From an optimization exercise on the open Yosys and OpenROAD flow, aimed at small area and a short achievable clock period; shortcuts taken in it are not production practice.
RTL that was checked went through simulation tests only; none was proved equivalent to the original.
Only the layout flow was run in runs 3 to 6; the RTL was not checked for function there.
Power figures rest on the tool's default switching activity, not on a simulated workload.

===== flow/design.v =====
package sram_arb_pkg;
  localparam int DEF_DATA_W = 8;
  localparam int DEF_ADDR_W = 8;
  localparam int DEF_NCH    = 2;
  localparam int DEF_RD_LAT = 1;
  localparam int MAX_NCH    = 8;
  typedef logic [$clog2(MAX_NCH)-1:0] ch_id_t;
endpackage
module rr_arbiter
#(
  parameter int NCH = sram_arb_pkg::DEF_NCH
) (
  input  logic           clk,
  input  logic           rst,
  input  logic [NCH-1:0] req,
  output logic [NCH-1:0] gnt
);
  logic [NCH-1:0] ahead [NCH];
  logic [NCH-1:0] blocked;
  always_comb begin
    for (int i = 0; i < NCH; i++) begin
      blocked[i] = 1'b0;
      for (int j = 0; j < NCH; j++) begin
        if (j < i) blocked[i] = blocked[i] | (req[j] &  ahead[j][i]);
        if (j > i) blocked[i] = blocked[i] | (req[j] & ~ahead[i][j]);
      end
      gnt[i] = req[i] & ~blocked[i] & ~rst;
    end
  end
  always_ff @(posedge clk or posedge rst) begin
    if (rst) begin
      for (int i = 0; i < NCH; i++) ahead[i] <= '1;
    end else if (|gnt) begin
      for (int i = 0; i < NCH; i++) begin
        for (int j = i + 1; j < NCH; j++) begin
          ahead[i][j] <= ~|(gnt & (((NCH)'(1) << j) - ((NCH)'(1) << i)));
        end
      end
    end
  end
endmodule
module sram_arb
#(
  parameter int DATA_W = sram_arb_pkg::DEF_DATA_W,
  parameter int ADDR_W = sram_arb_pkg::DEF_ADDR_W,
  parameter int NCH    = sram_arb_pkg::DEF_NCH,
  parameter int RD_LAT = sram_arb_pkg::DEF_RD_LAT
) (
  input  logic                  clk,
  input  logic                  rst,
  input  logic [NCH-1:0]        en,
  input  logic [NCH-1:0]        wr,
  input  logic [NCH*DATA_W-1:0] wr_data,
  input  logic [NCH*ADDR_W-1:0] addr,
  output logic [NCH-1:0]        gnt,
  output logic [NCH-1:0]        rd_valid,
  output logic [DATA_W-1:0]     rd_data
);
  localparam int DEPTH = 2 ** ADDR_W;
  logic [ADDR_W-1:0] sel_addr;
  logic [DATA_W-1:0] sel_wdata;
  localparam int LO_W = ADDR_W / 2;
  localparam int HI_W = ADDR_W - LO_W;
  logic [2**LO_W-1:0] sel_lo;
  logic [2**HI_W-1:0] sel_hi;
  logic [2**LO_W-1:0] req_lo;
  logic [2**HI_W-1:0] req_hi;
  logic [DATA_W-1:0] req_wdata;
  logic              req_we;
  logic [NCH-1:0]    rd_v0;
  logic [NCH-1:0]    rd_v1;
  logic [DATA_W-1:0] mem [DEPTH];
  logic [DEPTH-1:0]  row;
  logic [DATA_W-1:0] rd_word;
  logic [DATA_W-1:0] rd_q;
  rr_arbiter #(.NCH(NCH)) u_arb (
    .clk (clk),
    .rst (rst),
    .req (en),
    .gnt (gnt)
  );
  always_comb begin
    sel_addr  = '0;
    sel_wdata = '0;
    for (int i = 0; i < NCH; i++) begin
      sel_addr  = sel_addr  | ({ADDR_W{gnt[i]}} & addr[i*ADDR_W +: ADDR_W]);
      sel_wdata = sel_wdata | ({DATA_W{gnt[i]}} & wr_data[i*DATA_W +: DATA_W]);
    end
  end
  always_comb begin
    for (int k = 0; k < 2**LO_W; k++) sel_lo[k] = (sel_addr[LO_W-1:0] == LO_W'(k));
    for (int k = 0; k < 2**HI_W; k++) sel_hi[k] = (sel_addr[ADDR_W-1:LO_W] == HI_W'(k));
  end
  always_ff @(posedge clk) begin
    req_lo    <= sel_lo;
    req_hi    <= sel_hi;
    req_wdata <= sel_wdata;
    req_we    <= |(gnt & wr);
  end
  always_ff @(posedge clk or posedge rst) begin
    if (rst) begin
      rd_v0 <= '0;
      rd_v1 <= '0;
    end else begin
      rd_v0 <= gnt & ~wr;
      rd_v1 <= rd_v0;
    end
  end
  always_comb begin
    for (int r = 0; r < DEPTH; r++) row[r] = req_hi[r >> LO_W] & req_lo[r % (2**LO_W)];
  end
  always_ff @(posedge clk) begin
    for (int r = 0; r < DEPTH; r++) begin
      if (req_we && row[r]) mem[r] <= req_wdata;
    end
  end
  for (genvar b = 0; b < DATA_W; b++) begin : g_rd
    logic [DEPTH-1:0] col;
    always_comb begin
      for (int r = 0; r < DEPTH; r++) col[r] = mem[r][b];
    end
    sram_arb_rdmux #(.N(DEPTH)) u_mux (.sel(row), .d(col), .y(rd_word[b]));
  end
  always_ff @(posedge clk) rd_q <= rd_word;
  assign rd_valid = rd_v1;
  assign rd_data  = rd_q;
endmodule
module sram_arb_rdmux
#(
  parameter int N = 3
) (
  input  logic [N-1:0] sel,
  input  logic [N-1:0] d,
  output logic         y
);
  localparam int NG = (N + 2) / 3;
  logic [NG-1:0] grp_n;
  for (genvar g = 0; g < NG; g++) begin : g_grp
    if (3 * g + 2 < N) begin : g_3
      sram_arb_aoi222 u_aoi (
        .a (sel[3*g +: 3]),
        .b (d[3*g +: 3]),
        .y (grp_n[g])
      );
    end else if (3 * g + 1 < N) begin : g_2
      sram_arb_aoi22 u_aoi (
        .a (sel[3*g +: 2]),
        .b (d[3*g +: 2]),
        .y (grp_n[g])
      );
    end else begin : g_1
      assign grp_n[g] = ~(sel[3*g] & d[3*g]);
    end
  end
  assign y = ~&grp_n;
endmodule
module sram_arb_aoi222 (
  input  logic [2:0] a,
  input  logic [2:0] b,
  output logic       y
);
  assign y = ~|(a & b);
endmodule
module sram_arb_aoi22 (
  input  logic [1:0] a,
  input  logic [1:0] b,
  output logic       y
);
  assign y = ~|(a & b);
endmodule
module sram_arb_top (
  input  logic         clk,
  input  logic         rst,
  input  logic [3:0]   en,
  input  logic [3:0]   wr,
  input  logic [127:0] wr_data,
  input  logic [27:0]  addr,
  output logic [3:0]   gnt,
  output logic [3:0]   rd_valid,
  output logic [31:0]  rd_data
);
  sram_arb #(.DATA_W(32), .ADDR_W(7), .NCH(4), .RD_LAT(2)) u_sram_arb (
    .clk      (clk),
    .rst      (rst),
    .en       (en),
    .wr       (wr),
    .wr_data  (wr_data),
    .addr     (addr),
    .gnt      (gnt),
    .rd_valid (rd_valid),
    .rd_data  (rd_data)
  );
endmodule

===== flow/run.sh =====
#!/bin/bash
# synth_recipe.tcl (not shown) runs the flow's synth.tcl, then flattens the netlist and writes it again
# the make line also repeats each setting of config.mk as NAME=value (left out here)
make -C /OpenROAD-flow-scripts/flow DESIGN_CONFIG=/design/flow/config.mk WORK_HOME=/design/flow/orfs CLKGATE_MAP_FILE= SYNTH_SCRIPT=/design/flow/synth_recipe.tcl finish

===== flow/config.mk =====
export PLATFORM = sky130hd
export DESIGN_NAME = sram_arb_top
export DESIGN_NICKNAME = sram_arb_top
export VERILOG_FILES = /design/flow/design.v
export SDC_FILE = /design/flow/constraint.sdc
export NUM_CORES = 4
export LEC_CHECK = 0
export CAP_MARGIN = 20
export CORE_MARGIN = 2
export CORE_UTILIZATION = 65
export CTS_BUF_LIST = sky130_fd_sc_hd__clkbuf_8 sky130_fd_sc_hd__clkbuf_16
export CTS_CLUSTER_DIAMETER = 100
export CTS_CLUSTER_SIZE = 30
export PLACE_DENSITY = 0.75
export SETUP_SLACK_MARGIN = 3.0
export SLEW_MARGIN = 20
export SYNTH_HIERARCHICAL = 1
export SYNTH_MINIMUM_KEEP_SIZE = 0

===== flow/constraint.sdc =====
create_clock -name core_clock -period 6.3 [get_ports {clk}]
set_input_delay 1.2600 -clock core_clock [delete_from_list [all_inputs] [get_ports {clk}]]
set_output_delay 1.2600 -clock core_clock [all_outputs]
set_load 0.01 [all_outputs]

==> metrics.cfg, run 1 <==
[pwr]
swShare=0.255
power.internal_mw=38.9
p_per_area_nw_per_um2=330
p_seq_frac=0.657
clockPowerShare=0.243
ir_drop_mv=0.351
leakage_nw=48.9
p_comb_frac=0.100
switching_power_mw=13.3

[synthesis]
synth.top_cell.area_share=0.848
synthDistinctLibCells=37
yosysMostFrequentCell=edfxtp_1
ys_async_sr_fraction=0.00333
seq_area_frac_synth=0.862
synth_area_um2=145000
avgSynthCellArea_um2=22.1
synth_flop_cell=edfxtp_1
synth_edf_count=4096
synthCells=6581
yosys_warnings=10
yosys-top-cells-area=edfxtp_1 (85%), a222oi_1 (9.3%), nand4_1 (1.4%)
synth_area_leader_cell=edfxtp_1
yosys-top-cells-count=edfxtp_1 (4096), a222oi_1 (1344), nand4_1 (323), and2_1 (131), and3_1 (128)
synth_nets=6747
ys_seq_elements=4199

[timing]
hold_viol=0
tightest_slew_ns=1.24
drv_slew=0
setup_viol=0
rsz0062_at_grt=yes
setup_tns_ns=0
post-route-min-period_ns=3.44
relSlewSlack=0.176
finalCritPeriodShare=0.546
whs_ns=0.358
skew_ns=0.0594
fmax_mhz=290

[detailed_routing]
wire_per_inst_um=40.0
drtPass1Iterations=14
drt_wl_total_um=408000
drtAntennaViolNets=0
via_per_inst=7.87
drc=0
drtIter0Drc=22000
via_count=80300

[setup_path]
critPathKind=flop to output port
critPathLaunchType=flop
crit_fanout=3
cp.arrival_ns=2.18
cp.required_ns=5.04
slowest_delay_ns=0.60
path_cells=nand2b_1 -> nand4_1 -> bufinv_8 -> buf_6
slowest_stage=dfstp_2
end_kind=output port

[run]
maxCapViolCount=0

[floorplan]
die_x_um=477
die_h_um=477
io_pins=206
die_area_um2=227000
start_util=0.653
core_area_um2=222000
rows=173

[clocking]
cts_buffer_depth=3
clock-sinks=4199
cts_tree=done
cts_inserted_buffers=158
cts_htree_levels=4
insertion_delay_ns=0.90
cts-root-buf=clkbuf_16
clk_pin_slew_ns=0.11

[layout]
num-nets-final=7276
final_cells=10200
area.growth.synth_to_final_pct=8.82
regArea_um2=125000
n_fill_cell=12800
postLayoutCoreUtil=0.711
layout-drive-gt1-share=0.100
multi_input_area_um2=20200

[global_route]
grt_pass1_wl_um=561000
antenna_found_initial=33
overflow=0
grt_pass1_vias=74800
gr-usage-all-layers=0.350
grt_max_degree=98

[placed_design]
hpwl_um=227000
dp_cells=9892
gp_congestion=0.861
portBuffers=205

[worst_hold_path]
hold_class=flop to flop

[outcome]
status=finished clean

through the flow:
stage	cell area, um2	setup WS [ns]	power [mW]
after floorplan	145000	3.10	35.9
after global placement	152000	1.75	39.3
after detailed placement	152000	1.77	39.6
after CTS	158000	2.83	51.7
after global routing	158000	2.87	53.0
final	158000	2.86	52.2
registers in the layout, indices dropped and copies added, names as in the netlist:
| register | count |
|---|---|
| u_sram_arb.mem | 4096 |
| u_sram_arb.rd_q | 32 |
| u_sram_arb.req_wdata | 32 |
| u_sram_arb.req_hi | 16 |
| u_sram_arb.req_lo | 8 |
| u_sram_arb.u_arb.ahead | 6 |
| u_sram_arb.rd_v0 | 4 |
| u_sram_arb.rd_v1 | 4 |
| u_sram_arb.req_we | 1 |
kinds of logic (layout without fill, tap and decap cells):
kind of cell,count (synthesis),in the layout,share of synthesized area
other cells,0,19,0
buf+inv,82,711,0.00265
simple gates,822,822,0.0338
compound gates,1478,1478,0.101
flops,4199,4199,0.862
layout by cell type, fill, tap and decap left out, types with 10 or more instances in the layout:
| cell | netlist | routed |
|---|---|---|
| a22oi_1 | 76 | 75 |
| nand2_1 | 43 | 42 |
| buf_6 | 8 | 23 |
| a22oi_2 | 36 | 37 |
| clkbuf_16 | 0 | 163 |
| nor3_1 | 46 | 42 |
| a222oi_1 | 1344 | 1344 |
| nor4_2 | 1 | 28 |
| and2_2 | 0 | 10 |
| dfxtp_4 | 0 | 38 |
| dfxtp_2 | 0 | 15 |
| dfxtp_1 | 89 | 36 |
| diode_2 | 0 | 19 |
| nor4_4 | 0 | 15 |
| edfxtp_1 | 4096 | 4096 |
| inv_1 | 7 | 88 |
| nor4_1 | 64 | 22 |
| buf_4 | 0 | 215 |
| and3_2 | 0 | 128 |
| nand3_1 | 64 | 63 |
| clkdlybuf4s50_1 | 0 | 195 |
| and2_1 | 131 | 119 |
| nand4_1 | 323 | 323 |
Yosys stat by module (local to each module, per instance), a selection:
module,cells,copies in the design
sram_arb_aoi22,1,32
sram_arb_aoi222,1,1344
per-layer routing:
layer  up-vias  GRT usage  share of wire
met2      7592      0.523           0.45
met3       872     0.0884           0.16
met4         6      0.195          0.065
met1     40100      0.481           0.32
li1      31700          -              -
met5         -          0       0.000066
power groups by stage:
| stage | sequential, mW | combinational, mW | clock, mW |
|---|---|---|---|
| after floorplan | 34.7 | 1.21 | 0 |
| after global placement | 34.7 | 4.59 | 0 |
| after detailed placement | 34.8 | 4.76 | 0 |
| after CTS | 34.2 | 4.90 | 12.6 |
| after global routing | 34.3 | 5.25 | 13.5 |
| final | 34.3 | 5.23 | 12.7 |
worst paths after layout:
kind                                              start                  end  slack (ns)  cells after the start
max                        u_sram_arb.u_arb.ahead[1][3]               gnt[1]        2.86                      4
min                                 u_sram_arb.rd_v0[1]  u_sram_arb.rd_v1[1]        0.36                      0
max reg2reg                        u_sram_arb.req_lo[2]  u_sram_arb.rd_q[27]        2.89                      8
min reg2reg                         u_sram_arb.rd_v0[1]  u_sram_arb.rd_v1[1]        0.36                      0
max in group asynchronous                           rst  u_sram_arb.rd_v1[0]        5.55                      2
min in group asynchronous                           rst  u_sram_arb.rd_v0[3]        0.43                      2
layout make-up:
type / instances / area share
sequential: 4199 / 0.793
multi-input combinational: 2300 / 0.128
clock buffer: 163 / 0.0258
timing repair buffer: 443 / 0.0251
tap: 2975 / 0.0236
clock inverter: 97 / 0.00325
inverter: 8 / 0.000444
antenna: 19 / 0.000301
worst max-delay path: cells and delay by family, from the launching register on:
| kind | cells | cell delay, ns |
|---|---|---|
| simple gates | 2 | 0.27 |
| buf+inv | 2 | 0.42 |
| flops | 1 | 0.60 |
timing repair:
item	CTS	global route
buffers inserted	23	7
pin swaps	17	17
endpoints found under the setup margin	45	26
resized for setup	111	51
gates cloned	0	0
hold buffers	0	0
==> run 2, diff against run 1 <==
--- a/flow/config.mk
+++ b/flow/config.mk
@@ -11,6 +11,6 @@
 export CTS_BUF_LIST = sky130_fd_sc_hd__clkbuf_8 sky130_fd_sc_hd__clkbuf_16
-export CTS_CLUSTER_DIAMETER = 100
-export CTS_CLUSTER_SIZE = 30
+export CTS_CLUSTER_DIAMETER = 80
+export CTS_CLUSTER_SIZE = 24
 export PLACE_DENSITY = 0.75
-export SETUP_SLACK_MARGIN = 3.0
+export SETUP_SLACK_MARGIN = 3.5
 export SLEW_MARGIN = 20
==> run 2 against run 1 <==
Compared with the run above:
- still clean on timing, DRC and antenna
- power is 3.9% higher
- die area stayed put
- synthesized cell count is the same
- count of clock-buffer cells in the layout up 36
- worst setup slack gained 0.11 ns
- largest power group unchanged
- highest routed layer unchanged
==> metrics.cfg, run 2 <==
[global_route]
overflow=0  ; unchanged
gr-usage-all-layers=0.358  ; +0.00793
antenna_found_initial=36  ; +9.1%
grt_pass1_wl_um=573000  ; +2.3%
grt_pass1_vias=76600  ; +2.4%
grt_max_degree=93  ; -5.1%

[layout]
largestRegisters=u_sram_arb.mem x4096, u_sram_arb.rd_q x32, u_sram_arb.req_wdata x32
top_register=u_sram_arb.mem
num-nets-final=7533  ; +3.5%
postLayoutCellArea_um2=163000  ; +3.4%
final_common_cell=edfxtp_1
layout_common_cells=edfxtp_1 (4096), a222oi_1 (1344), nand4_1 (323)
layout-drive-gt1-share=0.147  ; +0.0464
largest_reg_flops=4096  ; unchanged
area.growth.synth_to_final_pct=12.6
final_cells=10500  ; +2.7%

[synthesis]
yosys-top-cells-area=edfxtp_1 (85%), a222oi_1 (9.3%), nand4_1 (1.4%)
avgSynthCellArea_um2=22.1  ; unchanged
synth_area_um2=145000  ; unchanged
synth.top_cell.area_share=0.848  ; unchanged
synth_nets=6747  ; unchanged
synth_edf_count=4096  ; unchanged
synthCells=6581  ; unchanged
synth_flop_cell=edfxtp_1
synth_area_leader_cell=edfxtp_1
yosysMostFrequentCell=edfxtp_1
synthDistinctLibCells=37  ; unchanged
yosys-top-cells-count=edfxtp_1 (4096), a222oi_1 (1344), nand4_1 (323), and2_1 (131), and3_1 (128)
ys_async_sr_fraction=0.00333  ; unchanged
yosys_warnings=10  ; unchanged
seq_area_frac_synth=0.862  ; unchanged
ys_seq_elements=4199  ; unchanged

[placed_design]
dp_cells=9902  ; +0.10%
gp_congestion=0.906  ; +5.3%
portBuffers=205  ; unchanged
dpl_cell_area_um2=153000  ; about the same
hpwl_um=225000  ; -1.1%

[detailed_routing]
via_count=83600  ; +4.1%
drtPass1Iterations=11  ; -3
drtIter0Drc=24100  ; +9.4%
wire_per_inst_um=41.4  ; +3.4%
drc=0  ; unchanged
drtAntennaViolNets=0  ; unchanged
via_per_inst=7.98  ; +1.3%
drt_wl_total_um=433000  ; +6.3%

[floorplan]
rows=173  ; unchanged
core_area_um2=222000  ; unchanged
die_x_um=477  ; unchanged
io_pins=206  ; unchanged
die_area_um2=227000  ; unchanged
die_h_um=477  ; unchanged
start_util=0.653  ; unchanged

[clocking]
cts_htree_levels=4  ; unchanged
cts_hold_buffers=0  ; unchanged
cts_inserted_buffers=193  ; +22%
insertion_delay_ns=0.89  ; about the same
cts-root-buf=clkbuf_16
cts_buffer_depth=3  ; unchanged
cts_tree=done
clock-sinks=4199  ; unchanged
clk_pin_slew_ns=0.09  ; -0.02 ns

[setup_path]
critPathLaunchType=input port
cp.required_ns=5.04  ; about the same
critPathKind=input port to output port
crit_fanout=5  ; +2
end_kind=output port
cp.arrival_ns=2.08  ; -0.10 ns

[timing]
tightest_slew_ns=1.18  ; -0.0583 ns
setup_viol=0  ; unchanged
rsz0062_at_grt=yes
post-route-min-period_ns=3.34  ; -0.106 ns
fmax_mhz=300  ; +3.2%
whs_ns=0.362  ; +0.00372 ns
setup_tns_ns=0  ; unchanged
finalCritPeriodShare=0.530  ; -0.0169
hold_viol=0  ; unchanged
skew_ns=0.0843  ; +0.0249 ns
relSlewSlack=0.215  ; +0.0389
drv_slew=0  ; unchanged

[run]
maxCapViolCount=0  ; unchanged

[pwr]
finalPower_mw=54.2  ; +3.9%
ir_drop_mv=0.349  ; -0.61%
p_per_area_nw_per_um2=332  ; +0.41%
leakage_nw=51.4  ; +5.1%

[worst_hold_path]
hold_class=flop to flop

[outcome]
status=finished clean

## run 2: area by class of cell
type	instances	area (um2)
timing repair buffer	665	7660
clock inverter	122	568
inverter	8	33.8
antenna	15	37.5
fill	12200	58700
multi-input combinational	2300	21000
clock buffer	199	4980
sequential	4199	125000
tap	2975	3720
## run 2: worst paths after layout
path	startpoint	to	cells after the start	slack, ns
min	u_sram_arb.rd_v0[0]	u_sram_arb.rd_v1[0]	0	0.36
max in group asynchronous	rst	u_sram_arb.u_arb.ahead[0][3]	5	5.49
min in group asynchronous	rst	u_sram_arb.rd_v1[2]	3	0.47
min reg2reg	u_sram_arb.rd_v0[0]	u_sram_arb.rd_v1[0]	0	0.36
max	rst	gnt[0]	4	2.96
max reg2reg	u_sram_arb.u_arb.ahead[2][3]	u_sram_arb.u_arb.ahead[0][2]	21	3.21
## run 2: stage by stage
step                      setup slack [ns]   util
final                                 2.96  0.736
after global routing                  2.93  0.736
after CTS                             3.03  0.722
after detailed placement              2.08  0.687
after global placement                2.13  0.687
after floorplan                       3.10      -
## run 2: where the power goes
group / total (mW) / switching [mW] / internal, mW
Combinational: 5.89 / 4.32 / 1.57
Clock: 13.9 / 8.18 / 5.75
Sequential: 34.4 / 1.53 / 32.8
## run 2: worst max-delay path, stage by stage
cell and delay [ns]:
buf_12 0.11, nand2b_4 0.14, a2111oi_4 0.37, buf_2 0.20
## run 2: metal layers
layer	track usage	up-vias	share of wire
met2	0.533	8796	0.45
met3	0.0957	1045	0.17
met4	0.200	14	0.066
met1	0.489	41500	0.31
met5	0	-	0.00018
li1	-	32300	-
## run 2: logic make-up after synthesis
family,after synthesis,share of synthesized area
DFF,4199,0.862
and+or+nand+nor,822,0.0338
buffers and inverters,82,0.00265
AOI/OAI and AO/OA,1478,0.101
## run 2: what timing repair did
item / 4_1_cts / 5_1_grt
setup buffers: 68 / 125
resized for setup: 507 / 269
pin swaps: 91 / 152
endpoints found under the setup margin: 2044 / 414
endpoints found under the hold margin: 0 / 0
gates cloned: 9 / 43
## run 2: per-module statistics from Yosys, one instance, submodules excluded, a selection
module           area (um2)  times used  flops+latches
sram_arb_aoi22         12.5          32              0
sram_arb_aoi222        10.0        1344              0
==> run 3, diff against run 2 <==
--- a/flow/design.v
+++ b/flow/design.v
@@ -61,8 +61,3 @@
   logic [DATA_W-1:0] sel_wdata;
-  localparam int LO_W = ADDR_W / 2;
-  localparam int HI_W = ADDR_W - LO_W;
-  logic [2**LO_W-1:0] sel_lo;
-  logic [2**HI_W-1:0] sel_hi;
-  logic [2**LO_W-1:0] req_lo;
-  logic [2**HI_W-1:0] req_hi;
+  logic [ADDR_W-1:0] req_addr;
   logic [DATA_W-1:0] req_wdata;
@@ -89,9 +84,4 @@
   end
-  always_comb begin
-    for (int k = 0; k < 2**LO_W; k++) sel_lo[k] = (sel_addr[LO_W-1:0] == LO_W'(k));
-    for (int k = 0; k < 2**HI_W; k++) sel_hi[k] = (sel_addr[ADDR_W-1:LO_W] == HI_W'(k));
-  end
   always_ff @(posedge clk) begin
-    req_lo    <= sel_lo;
-    req_hi    <= sel_hi;
+    req_addr  <= sel_addr;
     req_wdata <= sel_wdata;
@@ -109,3 +99,3 @@
   always_comb begin
-    for (int r = 0; r < DEPTH; r++) row[r] = req_hi[r >> LO_W] & req_lo[r % (2**LO_W)];
+    for (int r = 0; r < DEPTH; r++) row[r] = (req_addr == ADDR_W'(r));
   end
--- a/flow/config.mk
+++ b/flow/config.mk
@@ -10,7 +10,5 @@
 export CORE_UTILIZATION = 65
-export CTS_BUF_LIST = sky130_fd_sc_hd__clkbuf_8 sky130_fd_sc_hd__clkbuf_16
-export CTS_CLUSTER_DIAMETER = 80
-export CTS_CLUSTER_SIZE = 24
+export CTS_BUF_LIST = sky130_fd_sc_hd__clkbuf_4 sky130_fd_sc_hd__clkbuf_8
 export PLACE_DENSITY = 0.75
-export SETUP_SLACK_MARGIN = 3.5
+export SETUP_SLACK_MARGIN = 3.0
 export SLEW_MARGIN = 20
==> run 3 against run 2 <==
Compared with the run above:
- sequential power hardly changed
- final cell count rose by 8.2%
- fmax decreased by 12%
- critical path depth up 8
- flip-flop and latch count fell by 17
- critical path type is now flop to flop
==> metrics.cfg, run 3 <==
[timing]
skew_ns=0.0872  ; +0.00289 ns
post-route-min-period_ns=3.78  ; +0.444 ns
relSlewSlack=0.0310  ; -0.184
tightest_slew_ns=1.45  ; +0.275 ns
finalCritPeriodShare=0.600  ; +0.0705
fmax_mhz=265  ; -12%
hold_viol=0  ; unchanged
setup_tns_ns=0  ; unchanged
whs_ns=0.245  ; -0.116 ns
drv_slew=0  ; unchanged
setup_viol=0  ; unchanged
rsz0062_at_grt=yes

[clocking]
cts_tree=done
cts_buffer_depth=4  ; +1
clk_pin_slew_ns=0.08  ; about the same
clock-sinks=4182  ; -0.40%
cts_htree_levels=6  ; +2
insertion_delay_ns=1.11  ; +0.22 ns
cts_hold_buffers=0  ; unchanged
cts_inserted_buffers=634  ; +230%
cts-root-buf=clkbuf_8

[synthesis]
yosys-top-cells-count=edfxtp_1 (4096), a222oi_1 (1344), nand4_1 (325), nor2_1 (256), a22oi_1 (81)
yosys_warnings=10  ; unchanged
synth_nets=6726  ; -0.31%
synth_area_um2=144000  ; -0.66%
synth_edf_count=4096  ; unchanged
synth.top_cell.area_share=0.853  ; +0.00567
yosys-top-cells-area=edfxtp_1 (85%), a222oi_1 (9.3%), nand4_1 (1.4%)
ys_async_sr_fraction=0.00335  ; +0.0000136
synthCells=6560  ; -0.32%
synthDistinctLibCells=38  ; +2.7%
yosysMostFrequentCell=edfxtp_1
synth_area_leader_cell=edfxtp_1
seq_area_frac_synth=0.866  ; +0.00341
ys_seq_elements=4182  ; -0.40%
avgSynthCellArea_um2=22.0  ; -0.35%
synth_flop_cell=edfxtp_1

[global_route]
overflow=0  ; unchanged
grt_pass1_wl_um=600000  ; +4.7%
gr-usage-all-layers=0.381  ; +0.0224
grt_max_degree=102  ; +9.7%
antenna_found_initial=38  ; +5.6%
grt_pass1_vias=82600  ; +7.8%

[detailed_routing]
top_layer_used=met5
drtIter0Drc=23900  ; -0.93%
wl_met1_um=139000  ; +2.6%
wire_per_inst_um=39.5  ; -4.6%
via_per_inst=7.69  ; -3.6%
drt_wl_total_um=448000  ; +3.2%
route.met2.wl_um=198000  ; +1.4%
drtAntennaViolNets=0  ; unchanged
drtPass1Iterations=14  ; +3
drc=0  ; unchanged
via_count=87200  ; +4.3%
met3_wirelength_um=76700  ; +2.6%

[setup_path]
cp.required_ns=7.22  ; +2.18 ns
path_cells=buf_6 -> nand4b_1 -> buf_12 -> buf_12 -> buf_16 -> buf_4 -> nor2_4 -> buf_4 -> a222oi_1 -> nand4_1 -> nor3_2 -> nand3_1
slowest_stage=nor3_2
slowest_delay_ns=0.89  ; +0.52 ns
reg2reg_from=u_sram_arb.req_addr[0]
ff2ff_setup_slack_ns=2.52  ; -0.69 ns
critPathLaunchType=flop
end_kind=flop
cp.arrival_ns=4.70  ; +2.62 ns
crit_fanout=18  ; +13
critPathKind=flop to flop
rr_endpoint=u_sram_arb.rd_q[12]
reg2regPathDepth=12  ; -43%

[layout]
largestRegisters=u_sram_arb.mem x4096, u_sram_arb.rd_q x32, u_sram_arb.req_wdata x32
num-nets-final=8069  ; +7.1%
layout-drive-gt1-share=0.241  ; +0.0948
area.growth.synth_to_final_pct=18.1
largest_reg_flops=4096  ; unchanged
final_common_cell=edfxtp_1
layout_common_cells=edfxtp_1 (4096), a222oi_1 (1344), clkbuf_8 (668)
postLayoutCellArea_um2=170000  ; +4.2%
top_register=u_sram_arb.mem
multi_input_area_um2=21400  ; +1.9%
regArea_um2=125000  ; -0.34%
n_fill_cell=10700  ; -12%

[floorplan]
start_util=0.655  ; +0.00134
die_x_um=475  ; -0.33%
core_area_um2=220000  ; -0.87%
die_h_um=475  ; -0.33%
die_area_um2=226000  ; -0.66%
io_pins=206  ; unchanged
rows=172  ; -0.58%

[pwr]
p_per_area_nw_per_um2=365  ; +10%
finalPower_mw=62.1  ; +15%
ir_drop_mv=0.332  ; -4.7%
leakage_nw=54.0  ; +5.1%

[worst_hold_path]
hold_class=input port to async pin

[placed_design]
portBuffers=205  ; unchanged
gp_congestion=0.924  ; +1.9%
dpl_cell_area_um2=155000  ; +1.4%
hpwl_um=244000  ; +8.6%

[run]
maxCapViolCount=0  ; unchanged

[outcome]
status=finished clean

[run 3: cell count changes after synthesis, moves of 7 or more]
cell / delta
nor2_1: +247
and3_1: -128
dfxtp_1: -17
and2_1: -131
buf_2: +7
nand4bb_1: +9
nand4b_1: +7
nor3_1: -14
a22o_1: -8
[run 3: repair_timing]
| action | CTS | global route |
|---|---|---|
| resized for setup | 216 | 153 |
| buffers inserted | 89 | 93 |
| pin swaps | 72 | 80 |
| setup endpoints to repair | 248 | 38 |
| cloned | 0 | 8 |
[run 3: cells by family after synthesis]
family | count (synthesis) | share of synthesized area
DFF | 4182 | 0.866
and+or+nand+nor | 827 | 0.0306
buffers and inverters | 87 | 0.00272
AOI/OAI and AO/OA | 1464 | 0.101
[run 3: layout make-up]
class | count | share of cell area
tap | 2958 | 0.0217
multi-input combinational | 2294 | 0.126
clock inverter | 180 | 0.00570
sequential | 4182 | 0.734
inverter | 8 | 0.000191
clock buffer | 915 | 0.0649
timing repair buffer | 783 | 0.0474
antenna | 22 | 0.000323
[run 3: metal layers]
metal / up-vias / GRT usage
li1: 33600 / -
met1: 42700 / 0.509
met2: 9290 / 0.553
met3: 1542 / 0.119
met4: 30 / 0.237
met5: - / 0
[run 3: worst max-delay path by stage]
stage | from | to | slack, ns | cells after the start
floorplan | u_sram_arb.req_addr[2] | u_sram_arb.rd_q[0] | 3.03 | 8
global placement | u_sram_arb.req_addr[1] | u_sram_arb.rd_q[31] | 0.64 | 8
detailed placement | u_sram_arb.req_addr[5] | u_sram_arb.rd_q[26] | 1.68 | 9
CTS | u_sram_arb.u_arb.ahead[0][2] | gnt[0] | 2.76 | 3
global route | u_sram_arb.u_arb.ahead[2][3] | gnt[3] | 2.73 | 5
finish | u_sram_arb.req_addr[0] | u_sram_arb.rd_q[12] | 2.52 | 12
[run 3: per-stage QoR]
stage               std cells  setup WS, ns  utilization
finish                  11300          2.52        0.773
global route            11300          2.73        0.773
CTS                     11200          2.76        0.764
detailed placement      10000          1.68        0.703
global placement         9974         0.637        0.699
floorplan                6560          3.03            -
[run 3: report_power, final]
part	total (mW)	internal, mW	leakage, nW	switching (mW)
sequential	34.2	32.8	38.3	1.47
combinational	6.25	1.61	9.29	4.64
clock	21.6	11.4	6.39	10.2
[run 3: per-module statistics from Yosys (local to each module, per instance), a selection]
module	flops+latches	cells	area, um2	copies in the design
sram_arb_aoi22	0	1	12.5	32
sram_arb_aoi222	0	1	10.0	1344
[run 3: worst max-delay path, delay by kind of cell (launching register included)]
kind	cells	cell delay, ns
simple gates	5	1.82
flops	1	0.38
compound gates	1	0.32
buf+inv	6	0.99
==> run 4, diff against run 3 <==
--- a/flow/config.mk
+++ b/flow/config.mk
@@ -12,3 +12,3 @@
 export PLACE_DENSITY = 0.75
-export SETUP_SLACK_MARGIN = 3.0
+export SETUP_SLACK_MARGIN = 0.2
 export SLEW_MARGIN = 20
==> run 4 against run 3 <==
Compared with the run above:
- still clean on timing, DRC and antenna
- hold slack better by 0.10 ns
- critical path depth down 4
- register-to-register slack worse by 1.2 ns
- first-iteration DRC count down 10%
- global-route usage down 0.83 points
- final area down 1.8%
- clock power about the same
- critical path type unchanged
==> metrics.cfg, run 4 <==
[setup_path]
cp.required_ns=7.26  ; +0.04 ns
path_cells=or4b_2 -> buf_4 -> nor2_2 -> buf_4 -> a222oi_1 -> nand4_1 -> nor4_1 -> nand3_1
critPathKind=flop to flop
path_common_cell=buf_4
crit_fanout=32  ; +14
critPathLaunchType=flop
crit_family=simple AND/OR/NAND/NOR gates
ff2ff_setup_slack_ns=1.36  ; -1.16 ns
cp.arrival_ns=5.90  ; +1.20 ns
slowest_delay_ns=1.20  ; +0.31 ns
crit_buf_inv=2  ; -4
slowest_stage=nor4_1
end_kind=flop

[global_route]
grt_pass1_vias=81300  ; -1.5%
antenna_found_initial=35  ; -7.9%
use_met2=0.553  ; +0.000761
grtUsageMet1=0.487  ; -0.0217
grt_max_degree=92  ; -9.8%
gr-usage-all-layers=0.372  ; -0.00830
grtUsageMet3=0.112  ; -0.00707
busiest_layer=met2
overflow=0  ; unchanged
grt_pass1_wl_um=587000  ; -2.2%

[clocking]
cts-root-buf=clkbuf_8
cts_htree_levels=6  ; unchanged
cts_tree=done
clock-sinks=4182  ; unchanged
post_cts_buffers=0  ; -100%
cts_buffer_depth=4  ; unchanged
clk_pin_slew_ns=0.06  ; -0.02 ns
cts_hold_buffers=0  ; unchanged
cts_inserted_buffers=633  ; -0.16%
insertion_delay_ns=1.13  ; +0.02 ns
cts_resized=0  ; -100%

[timing]
rsz0062_at_grt=no
post-route-min-period_ns=4.94  ; +1.16 ns
finalCritPeriodShare=0.784  ; +0.184
tightest_slew_ns=1.29  ; -0.164 ns
skew_ns=0.0949  ; +0.00767 ns
setup_tns_ns=0  ; unchanged
hold_viol=0  ; unchanged
fmax_mhz=202  ; -23%
drv_slew=0  ; unchanged
relSlewSlack=0.132  ; +0.101
setup_viol=0  ; unchanged

[synthesis]
yosys_warnings=10  ; unchanged
ys_seq_elements=4182  ; unchanged
yosys-top-cells-area=edfxtp_1 (85%), a222oi_1 (9.3%), nand4_1 (1.4%)
synth_area_leader_cell=edfxtp_1
synth.top_cell.area_share=0.853  ; unchanged
synth_flop_cell=edfxtp_1
seq_area_frac_synth=0.866  ; unchanged
synthDistinctLibCells=38  ; unchanged
yosysMostFrequentCell=edfxtp_1
synth_nets=6726  ; unchanged
ys_async_sr_fraction=0.00335  ; unchanged
avgSynthCellArea_um2=22.0  ; unchanged
yosys-top-cells-count=edfxtp_1 (4096), a222oi_1 (1344), nand4_1 (325), nor2_1 (256), a22oi_1 (81)
synth_area_um2=144000  ; unchanged
synth_edf_count=4096  ; unchanged
synthCells=6560  ; unchanged

[floorplan]
io_pins=206  ; unchanged
die_h_um=475  ; unchanged
core_area_um2=220000  ; unchanged
start_util=0.655  ; unchanged
rows=172  ; unchanged
die_x_um=475  ; unchanged
die_area_um2=226000  ; unchanged

[placed_design]
gp_congestion=0.900  ; -2.6%
hpwl_um=239000  ; -2.0%
portBuffers=205  ; unchanged

[detailed_routing]
drt_wl_total_um=425000  ; -5.1%
via_per_inst=7.60  ; -1.2%
drtPass1Iterations=10  ; -4
wire_per_inst_um=38.1  ; -3.4%
drtAntennaViolNets=0  ; unchanged
drtIter0Drc=21500  ; -10%
drc=0  ; unchanged
via_count=84600  ; -3.0%

[pwr]
ir_drop_mv=0.519  ; +56%
finalPower_mw=61.0  ; -1.8%
p_per_area_nw_per_um2=365  ; about the same
leakage_nw=52.4  ; -2.9%

[layout]
largestRegisters=u_sram_arb.mem x4096, u_sram_arb.rd_q x32, u_sram_arb.req_wdata x32
largest_reg_flops=4096  ; unchanged
final_common_cell=edfxtp_1
top_register=u_sram_arb.mem
num-nets-final=7867  ; -2.5%
area.growth.synth_to_final_pct=15.9
layout_common_cells=edfxtp_1 (4096), a222oi_1 (1344), clkbuf_8 (661)
layout-drive-gt1-share=0.212  ; -0.0295

[worst_hold_path]
hold_class=flop to flop

[outcome]
status=finished clean

[run]
maxCapViolCount=0  ; unchanged

==> run 4: logic make-up after synthesis <==
| kind of cell | Yosys count | synth area share |
|---|---|---|
| buffers and inverters | 87 | 0.00272 |
| AO/OA/AOI/OAI | 1464 | 0.101 |
| AND/OR/NAND/NOR | 827 | 0.0306 |
| flip-flops | 4182 | 0.866 |
==> run 4: worst paths after layout <==
kind,start,end,depth (start not counted)
setup / recovery,u_sram_arb.req_addr[3],u_sram_arb.rd_q[26],8
hold / removal,u_sram_arb.rd_v0[3],u_sram_arb.rd_v1[3],0
setup reg to reg,u_sram_arb.req_addr[3],u_sram_arb.rd_q[26],8
hold reg to reg,u_sram_arb.rd_v0[3],u_sram_arb.rd_v1[3],0
max in group asynchronous,rst,u_sram_arb.rd_v0[3],2
min in group asynchronous,rst,u_sram_arb.rd_v1[0],2
==> run 4: power by group <==
part / leakage [nW] / internal (mW) / switching, mW
clock: 6.39 / 11.5 / 10.0
combinational: 7.74 / 1.21 / 4.09
sequential: 38.3 / 32.7 / 1.48
total: 52.4 / 45.4 / 15.6
==> run 4: Yosys stat by module, one instance, submodules excluded, a selection <==
| module | area, um2 | copies in the design | flip-flops and latches | cells |
|---|---|---|---|---|
| sram_arb_aoi22 | 12.5 | 32 | 0 | 1 |
| sram_arb_aoi222 | 10.0 | 1344 | 0 | 1 |
==> run 4: cell type report <==
cell class,instances,area (um2)
Timing Repair Buffer,585,5700
Sequential cell,4182,125000
Fill cell,11300,53000
Clock buffer,891,10800
Tap cell,2958,3700
Clock inverter,213,1260
Multi-Input combinational cell,2291,20700
Antenna cell,11,27.5
Inverter,8,30.0
==> run 4: worst reg2reg max path: stages (launching register included) <==
cell and delay [ns]:
dfxtp_1 0.68, or4b_2 0.91, buf_4 0.35, nor2_2 0.06, buf_4 0.26, a222oi_1 0.52
nand4_1 0.65, nor4_1 1.21, nand3_1 0.16
==> run 4: stage by stage <==
| step | util | cell area [um2] | std cells | hold slack, ns | setup WS (ns) |
|---|---|---|---|---|---|
| 6_report | 0.759 | 167000 | 11100 | 0.347 | 1.36 |
| 5_1_grt | 0.759 | 167000 | 11100 | 0.347 | 1.56 |
| 4_1_cts | 0.757 | 167000 | 11100 | 0.349 | 1.65 |
| 3_5_place_dp | 0.702 | 155000 | 10000 | 0.339 | 1.65 |
| 3_3_place_gp | 0.698 | 154000 | 9968 | 0.339 | 1.15 |
| 2_1_floorplan | - | 144000 | 6560 | 0.331 | 2.86 |
==> run 4: routing by layer <==
| layer | routed length, um | up-vias |
|---|---|---|
| li1 | - | 33200 |
| met1 | 133000 | 41600 |
| met2 | 192000 | 8607 |
| met3 | 68500 | 1170 |
| met4 | 30300 | 20 |
| met5 | 149 | - |
==> run 5, diff against run 4 <==
--- a/flow/config.mk
+++ b/flow/config.mk
@@ -10,5 +10,7 @@
 export CORE_UTILIZATION = 65
-export CTS_BUF_LIST = sky130_fd_sc_hd__clkbuf_4 sky130_fd_sc_hd__clkbuf_8
+export CTS_BUF_LIST = sky130_fd_sc_hd__clkbuf_8 sky130_fd_sc_hd__clkbuf_16
+export CTS_CLUSTER_DIAMETER = 100
+export CTS_CLUSTER_SIZE = 30
 export PLACE_DENSITY = 0.75
-export SETUP_SLACK_MARGIN = 0.2
+export SETUP_SLACK_MARGIN = 3.0
 export SLEW_MARGIN = 20
==> run 5 against run 4 <==
Compared with the run above:
- fmax increased by 36%
- non-clock buffer count increased by 179
- critical path depth increased by 1
- clock power decreased by 41%
- combinational power increased by 16%
- utilization decreased by 2.1 points
- hold slack improved by 0.014 ns
- die area unchanged
- largest power group unchanged
- critical endpoint is now u_sram_arb.rd_q[14]
- critical path type unchanged
- first-iteration DRC count increased by 6.7%
- flip-flop and latch count unchanged
- wire length increased by 0.79%
==> metrics.cfg, run 5 <==
[synthesis]
yosys-top-cells-count=edfxtp_1 (4096), a222oi_1 (1344), nand4_1 (325), nor2_1 (256), a22oi_1 (81)
synth_nets=6726  ; unchanged
ys_async_sr_fraction=0.00335  ; unchanged
yosysMostFrequentCell=edfxtp_1
yosys-top-cells-area=edfxtp_1 (85%), a222oi_1 (9.3%), nand4_1 (1.4%)
synthCells=6560  ; unchanged
synth_area_leader_cell=edfxtp_1
synth.top_cell.area_share=0.853  ; unchanged
seq_area_frac_synth=0.866  ; unchanged
avgSynthCellArea_um2=22.0  ; unchanged
yosys_warnings=10  ; unchanged
synthDistinctLibCells=38  ; unchanged
synth_area_um2=144000  ; unchanged
synth_edf_count=4096  ; unchanged
synth_flop_cell=edfxtp_1
ys_seq_elements=4182  ; unchanged

[clocking]
insertion_delay_ns=0.90  ; -0.23 ns
cts_tree=done
cts-root-buf=clkbuf_16
cts_htree_levels=4  ; -2
cts_hold_buffers=0  ; unchanged
clock-sinks=4182  ; unchanged
cts_buffer_depth=3  ; -1
clk_pin_slew_ns=0.12  ; +0.06 ns
cts_inserted_buffers=157  ; -75%

[pwr]
leakage_nw=50.0  ; -4.7%
p_per_area_nw_per_um2=326  ; -11%
finalPower_mw=52.9  ; -13%
ir_drop_mv=0.335  ; -36%

[timing]
finalCritPeriodShare=0.578  ; -0.206
post-route-min-period_ns=3.64  ; -1.30 ns
skew_ns=0.0578  ; -0.0371 ns
relSlewSlack=0.159  ; +0.0267
setup_viol=0  ; unchanged
hold_viol=0  ; unchanged
rsz0062_at_grt=yes
drv_slew=0  ; unchanged
fmax_mhz=275  ; +36%
whs_ns=0.361  ; +0.0139 ns
setup_tns_ns=0  ; unchanged
tightest_slew_ns=1.26  ; -0.0282 ns

[global_route]
grt_max_degree=102  ; +11%
gr-usage-all-layers=0.370  ; -0.00220
overflow=0  ; unchanged
grt_pass1_wl_um=583000  ; -0.77%
grt_pass1_vias=77400  ; -4.8%
antenna_found_initial=30  ; -14%

[worst_hold_path]
min-delay-start=u_sram_arb.rd_v0[3]
hold_class=flop to flop

[setup_path]
cp.required_ns=7.00  ; -0.26 ns
cp.arrival_ns=4.34  ; -1.56 ns
crit_start=u_sram_arb.req_addr[2]
path_common_cell=buf_4
path_cells=buf_4 -> nand4b_1 -> buf_4 -> nor2_4 -> buf_4 -> a222oi_1 -> nand4_1 -> nor4_4 -> nand3_1
end_kind=flop
critPathKind=flop to flop
reg2reg_from=u_sram_arb.req_addr[2]
crit_family=simple AND/OR/NAND/NOR gates
slowest_stage=nor4_4
crit_fanout=17  ; -47%
crit_buf_inv=3  ; +1
slowest_delay_ns=0.80  ; -0.40 ns
critPathLaunchType=flop

[detailed_routing]
drtIter0Drc=22900  ; +6.7%
via_per_inst=7.91  ; +4.1%
drtAntennaViolNets=0  ; unchanged
drtPass1Iterations=13  ; +3
drc=0  ; unchanged
wire_per_inst_um=40.8  ; +7.1%
via_count=82900  ; -2.0%
drt_wl_total_um=428000  ; +0.79%

[layout]
largest_reg_flops=4096  ; unchanged
num-nets-final=7573  ; -3.7%
final_common_cell=edfxtp_1
top_register=u_sram_arb.mem
multi_input_area_um2=21400  ; +3.5%
layout_common_cells=edfxtp_1 (4096), a222oi_1 (1344), buf_4 (400)
postLayoutCoreUtil=0.738  ; -0.0212
n_fill_cell=11800  ; +4.4%
regArea_um2=125000  ; about the same
largestRegisters=u_sram_arb.mem x4096, u_sram_arb.rd_q x32, u_sram_arb.req_wdata x32
layout-drive-gt1-share=0.158  ; -0.0545
area.growth.synth_to_final_pct=12.7

[floorplan]
core_area_um2=220000  ; unchanged
die_area_um2=226000  ; unchanged
start_util=0.655  ; unchanged
die_x_um=475  ; unchanged
die_h_um=475  ; unchanged
rows=172  ; unchanged
io_pins=206  ; unchanged

[placed_design]
hpwl_um=244000  ; +2.0%
gp_congestion=0.924  ; +2.6%
portBuffers=205  ; unchanged

[run]
maxCapViolCount=0  ; unchanged

[outcome]
status=finished clean

## run 5: cell counts after synthesis
Identical to the previous run, type by type.
## run 5: stage by stage
| stage | worst slack (ns) | cell area (um2) | std cells |
|---|---|---|---|
| after floorplan | 3.03 | 144000 | 6560 |
| after global placement | 0.637 | 154000 | 9974 |
| after detailed placement | 1.68 | 155000 | 10000 |
| after CTS | 2.94 | 161000 | 10400 |
| after global routing | 2.84 | 162000 | 10500 |
| final | 2.66 | 162000 | 10500 |
## run 5: modules after synthesis (local to each module, per instance), a selection
module           flip-flops and latches  times used  cell area [um2]  cells
sram_arb_aoi22                        0          32             12.5      1
sram_arb_aoi222                       0        1344             10.0      1
## run 5: layout make-up
type                            count  share of cell area
Sequential cell                  4182               0.769
Inverter                            8            0.000185
Clock inverter                    115             0.00348
Timing Repair Buffer              764              0.0480
Tap cell                         2958              0.0228
Multi-Input combinational cell   2294               0.132
Antenna cell                        7            0.000108
Clock buffer                      159              0.0245
## run 5: power by group
group | switching, mW | internal, mW
clock | 7.88 | 4.71
sequential | 1.44 | 32.7
combinational | 4.53 | 1.63
## run 5: worst paths after layout
kind	endpoint	slack (ns)	cells after the start
min in group asynchronous	u_sram_arb.rd_v1[1]	0.38	2
min reg2reg	u_sram_arb.rd_v1[3]	0.36	0
max	u_sram_arb.rd_q[14]	2.66	9
max reg2reg	u_sram_arb.rd_q[14]	2.66	9
max in group asynchronous	u_sram_arb.rd_v0[3]	5.60	2
min	u_sram_arb.rd_v1[3]	0.36	0
## run 5: kinds of logic after synthesis
kind of cell           count (synthesis)  share of synthesized area
AO/OA/AOI/OAI                       1464                      0.101
buffers and inverters                 87                    0.00272
flip-flops                          4182                      0.866
AND/OR/NAND/NOR                      827                     0.0306
## run 5: timing repair
item	in CTS	in global routing
setup endpoints to repair	264	37
cloned	1	10
pin swaps	74	82
buffers inserted	86	74
gates resized for setup	181	118
## run 5: layer usage
layer  up-vias  share of wire  track usage
met2      8320           0.45        0.550
met5         -        0.00068      0.00735
met4        24          0.067        0.197
li1      32200              -            -
met3      1133           0.17        0.109
met1     41200           0.32        0.501
==> run 6, diff against run 5 <==
--- a/flow/design.v
+++ b/flow/design.v
@@ -119,3 +119,3 @@
 #(
-  parameter int N = 3
+  parameter int N = 2
 ) (
@@ -125,36 +125,3 @@
 );
-  localparam int NG = (N + 2) / 3;
-  logic [NG-1:0] grp_n;
-  for (genvar g = 0; g < NG; g++) begin : g_grp
-    if (3 * g + 2 < N) begin : g_3
-      sram_arb_aoi222 u_aoi (
-        .a (sel[3*g +: 3]),
-        .b (d[3*g +: 3]),
-        .y (grp_n[g])
-      );
-    end else if (3 * g + 1 < N) begin : g_2
-      sram_arb_aoi22 u_aoi (
-        .a (sel[3*g +: 2]),
-        .b (d[3*g +: 2]),
-        .y (grp_n[g])
-      );
-    end else begin : g_1
-      assign grp_n[g] = ~(sel[3*g] & d[3*g]);
-    end
-  end
-  assign y = ~&grp_n;
-endmodule
-module sram_arb_aoi222 (
-  input  logic [2:0] a,
-  input  logic [2:0] b,
-  output logic       y
-);
-  assign y = ~|(a & b);
-endmodule
-module sram_arb_aoi22 (
-  input  logic [1:0] a,
-  input  logic [1:0] b,
-  output logic       y
-);
-  assign y = ~|(a & b);
+  assign y = |(sel & d);
 endmodule
--- a/flow/config.mk
+++ b/flow/config.mk
@@ -9,8 +9,5 @@
 export CORE_MARGIN = 2
-export CORE_UTILIZATION = 65
-export CTS_BUF_LIST = sky130_fd_sc_hd__clkbuf_8 sky130_fd_sc_hd__clkbuf_16
-export CTS_CLUSTER_DIAMETER = 100
-export CTS_CLUSTER_SIZE = 30
-export PLACE_DENSITY = 0.75
-export SETUP_SLACK_MARGIN = 3.0
+export CORE_UTILIZATION = 30
+export PLACE_DENSITY = 0.45
+export SETUP_SLACK_MARGIN = 0.2
 export SLEW_MARGIN = 20
==> run 6 against run 5 <==
Compared with the run above:
- still clean
- count of clock-buffer cells in the layout grew 374
- non-clock buffer count decreased by 146
- via count decreased by 0.64%
- register-to-register slack worse by 1.8 ns
- area after synthesis is 3.5% higher
- critical path type unchanged
- largest power group unchanged
==> metrics.cfg, run 6 <==
[timing]
finalCritPeriodShare=0.856  ; +0.278
tightest_slew_ns=1.21  ; -0.0462 ns
drv_slew=0  ; unchanged
post-route-min-period_ns=5.39  ; +1.75 ns
setup_tns_ns=0  ; unchanged
skew_ns=0.0475  ; -0.0103 ns
fmax_mhz=185  ; -32%
rsz0062_at_grt=no
relSlewSlack=0.190  ; +0.0308
setup_viol=0  ; unchanged
hold_viol=0  ; unchanged
whs_ns=0.346  ; -0.0152 ns

[detailed_routing]
drt_wl_total_um=506000  ; +18%
drtPass1Iterations=6  ; -7
wire_per_inst_um=33.2  ; -19%
via_count=82400  ; -0.64%
drtAntennaViolNets=0  ; unchanged
drtIter0Drc=9617  ; -58%
via_per_inst=5.40  ; -32%
drc=0  ; unchanged

[setup_path]
cp.arrival_ns=6.11  ; +1.77 ns
crit_buf_inv=1  ; -2
end_kind=flop
crit_fanout=31  ; +14
crit_family=simple AND/OR/NAND/NOR gates
cp.required_ns=7.01  ; about the same
critPathKind=flop to flop
slowest_stage=nor4_2
path_cells=or4_1 -> nor2_2 -> buf_4 -> a22o_1 -> a221oi_1 -> nand4_1 -> nor4_2 -> nand3_1
slowest_delay_ns=0.98  ; +0.18 ns
critPathLaunchType=flop

[floorplan]
die_area_um2=503000  ; +120%
die_h_um=709  ; +49%
die_x_um=709  ; +49%
start_util=0.301  ; -0.354
io_pins=206  ; unchanged
core_area_um2=496000  ; +130%
rows=259  ; +51%

[layout]
layout_common_cells=edfxtp_1 (4096), a22oi_1 (721), a22o_1 (704)
largest_reg_flops=4096  ; unchanged
postLayoutCoreUtil=0.359  ; -0.379
final_common_cell=edfxtp_1
layout-drive-gt1-share=0.195  ; +0.0374
largestRegisters=u_sram_arb.mem x4096, u_sram_arb.rd_q x32, u_sram_arb.req_wdata x32
top_register=u_sram_arb.mem
area.growth.synth_to_final_pct=19.4
multi_input_area_um2=26000  ; +22%
n_fill_cell=46000  ; +290%
num-nets-final=8378  ; +11%
postLayoutCellArea_um2=178000  ; +9.7%
regArea_um2=125000  ; about the same

[synthesis]
seq_area_frac_synth=0.836  ; -0.0293
yosys-top-cells-area=edfxtp_1 (82%), a22o_1 (4.1%), a22oi_1 (3.6%)
ys_async_sr_fraction=0.00335  ; unchanged
ys_seq_elements=4182  ; unchanged
synthCells=7232  ; +10%
yosys_warnings=10  ; unchanged
synth_edf_count=4096  ; unchanged
yosys-top-cells-count=edfxtp_1 (4096), a22oi_1 (721), a22o_1 (704), a221oi_1 (416), nand4_1 (293)
synth_nets=7398  ; +10%
synth.top_cell.area_share=0.824  ; -0.0288
synth_area_leader_cell=edfxtp_1
synth_flop_cell=edfxtp_1
synth_area_um2=149000  ; +3.5%
synthDistinctLibCells=39  ; +2.6%
yosysMostFrequentCell=edfxtp_1
avgSynthCellArea_um2=20.6  ; -6.1%

[global_route]
gr-usage-all-layers=0.195  ; -0.176
overflow=0  ; unchanged
antenna_found_initial=31  ; +3.3%
grt_pass1_wl_um=686000  ; +18%
grt_max_degree=108  ; +5.9%
grt_pass1_vias=80500  ; +4.0%

[pwr]
switching_power_mw=17.3  ; +25%
swShare=0.265  ; +0.00332
leakage_nw=54.9  ; +9.8%
ir_drop_mv=0.274  ; -18%
p_comb_frac=0.100  ; -0.016
finalPower_mw=65.4  ; +24%
p_per_area_nw_per_um2=367  ; +13%
p_seq_frac=0.524  ; -0.122
clockPowerShare=0.376  ; +0.138
power.internal_mw=48.0  ; +23%

[run]
maxCapViolCount=0  ; unchanged

[placed_design]
hpwl_um=303000  ; +24%
dpl_cell_area_um2=165000  ; +6.3%
portBuffers=205  ; unchanged
gp_congestion=0.839  ; -9.1%

[clocking]
insertion_delay_ns=1.01  ; +0.11 ns
cts_htree_levels=5  ; +1
post_cts_buffers=0  ; -100%
cts-root-buf=clkbuf_16
cts_inserted_buffers=439  ; +180%
cts_hold_buffers=0  ; unchanged
cts_resized=0  ; -100%
cts_buffer_depth=4  ; +1
clock-sinks=4182  ; unchanged
cts_tree=done
clk_pin_slew_ns=0.06  ; -0.06 ns

[outcome]
status=finished clean

[worst_hold_path]
hold_class=flop to flop

-- run 6: cell types whose count changed after synthesis --
cell / delta
a221oi_1: +416
a221oi_2: +288
a222oi_1: -1344
a22o_1: +704
a22oi_1: +640
a22oi_2: -32
nand3_1: +32
nand4_1: -32
-- run 6: worst paths after layout --
kind	start	to	slack [ns]	cells past startpoint
max in group asynchronous	rst	u_sram_arb.u_arb.ahead[1][3]	5.31	2
setup / recovery	u_sram_arb.req_addr[1]	u_sram_arb.rd_q[10]	0.91	8
min in group asynchronous	rst	u_sram_arb.rd_v0[2]	0.74	2
hold reg to reg	u_sram_arb.rd_v0[3]	u_sram_arb.rd_v1[3]	0.35	0
hold / removal	u_sram_arb.rd_v0[3]	u_sram_arb.rd_v1[3]	0.35	0
setup reg to reg	u_sram_arb.req_addr[1]	u_sram_arb.rd_q[10]	0.91	8
-- run 6: cells by family (layout without fill, tap and decap cells) --
logic type / after synthesis / in the layout / share of synthesized area
and+or+nand+nor: 827 / 827 / 0.0293
other: 0 / 23 / 0
buffers and inverters: 87 / 1431 / 0.00262
AOI/OAI and AO/OA: 2136 / 2136 / 0.132
DFF: 4182 / 4182 / 0.836
-- run 6: area by class of cell --
type | count | share of cell area
flip-flops and latches | 4182 | 0.701
diodes | 23 | 0.000323
clock buffers | 533 | 0.0647
well taps | 6655 | 0.0467
inverters | 8 | 0.000169
clock inverters | 272 | 0.0109
multi-input cells | 2963 | 0.146
repair buffers | 618 | 0.0298
-- run 6: power by group through the flow --
stage	Combinational, mW	Sequential [mW]	Clock [mW]
2_1_floorplan	1.53	34.5	0
3_3_place_gp	6.40	34.8	0
3_5_place_dp	6.56	34.9	0
4_1_cts	6.57	34.3	25.0
5_1_grt	6.75	34.3	26.0
6_report	6.53	34.3	24.6
-- run 6: through the flow --
stage / cells / setup WS (ns)
2_1_floorplan: 7232 / 2.49
3_3_place_gp: 14400 / 0.563
3_5_place_dp: 14400 / 1.16
4_1_cts: 15200 / 1.12
5_1_grt: 15200 / 0.836
6_report: 15300 / 0.909
-- run 6: routing by layer --
layer	track usage	share of wire
met5	0	0.00010
met4	0.0601	0.033
met1	0.269	0.43
met2	0.315	0.47
met3	0.0310	0.064

-- separate check: timing with driven ports --
Ports are ideal in the flow. The routed layouts listed here were re-timed in OpenROAD.
Step 1 sets driving cells, clkbuf_16 on the clock port and buf_2 on the other inputs (assumed; they add their load-dependent delay and slew).
Step 2 adds t to the input delays and takes it off the output delays; t is the mean of the earliest and latest rising clock arrival at the registers after step 1. Input paths then give back, and output paths get back, about the clock's delay inside the block.
Three values: ideal, step 1, step 2; two values: the first two.
run | t, ns | setup WS [ns] | hold WS [ns] | slew at the worst register clock pin (ns) | cell pins on the clock port's net
run 1 | 0.975 | 2.857 / 2.755 / 2.121 | 0.358 / 0.358 / 0.358 | 0.12 / 0.12 | 1
run 2 | 0.956 | 2.964 / 2.903 / 2.336 | 0.362 / 0.362 / 0.362 | 0.10 / 0.10 | 1
run 3 | 1.179 | 2.520 / 2.520 / 1.859 | 0.245 / 0.164 / 0.351 | 0.10 / 0.10 | 1
run 4 | 1.173 | 1.361 / 1.361 / 1.361 | 0.347 / 0.347 / 0.347 | 0.07 / 0.07 | 1
run 5 | 0.958 | 2.659 / 2.659 / 2.659 | 0.361 / 0.335 / 0.361 | 0.12 / 0.12 | 1
run 6 | 1.108 | 0.909 / 0.909 / 0.909 | 0.346 / 0.346 / 0.346 | 0.06 / 0.06 | 1
After both steps every run listed still meets setup and hold. The setup slack of run 1, which loses most, moves by -0.102 ns with the drivers and by -0.736 ns with both steps.
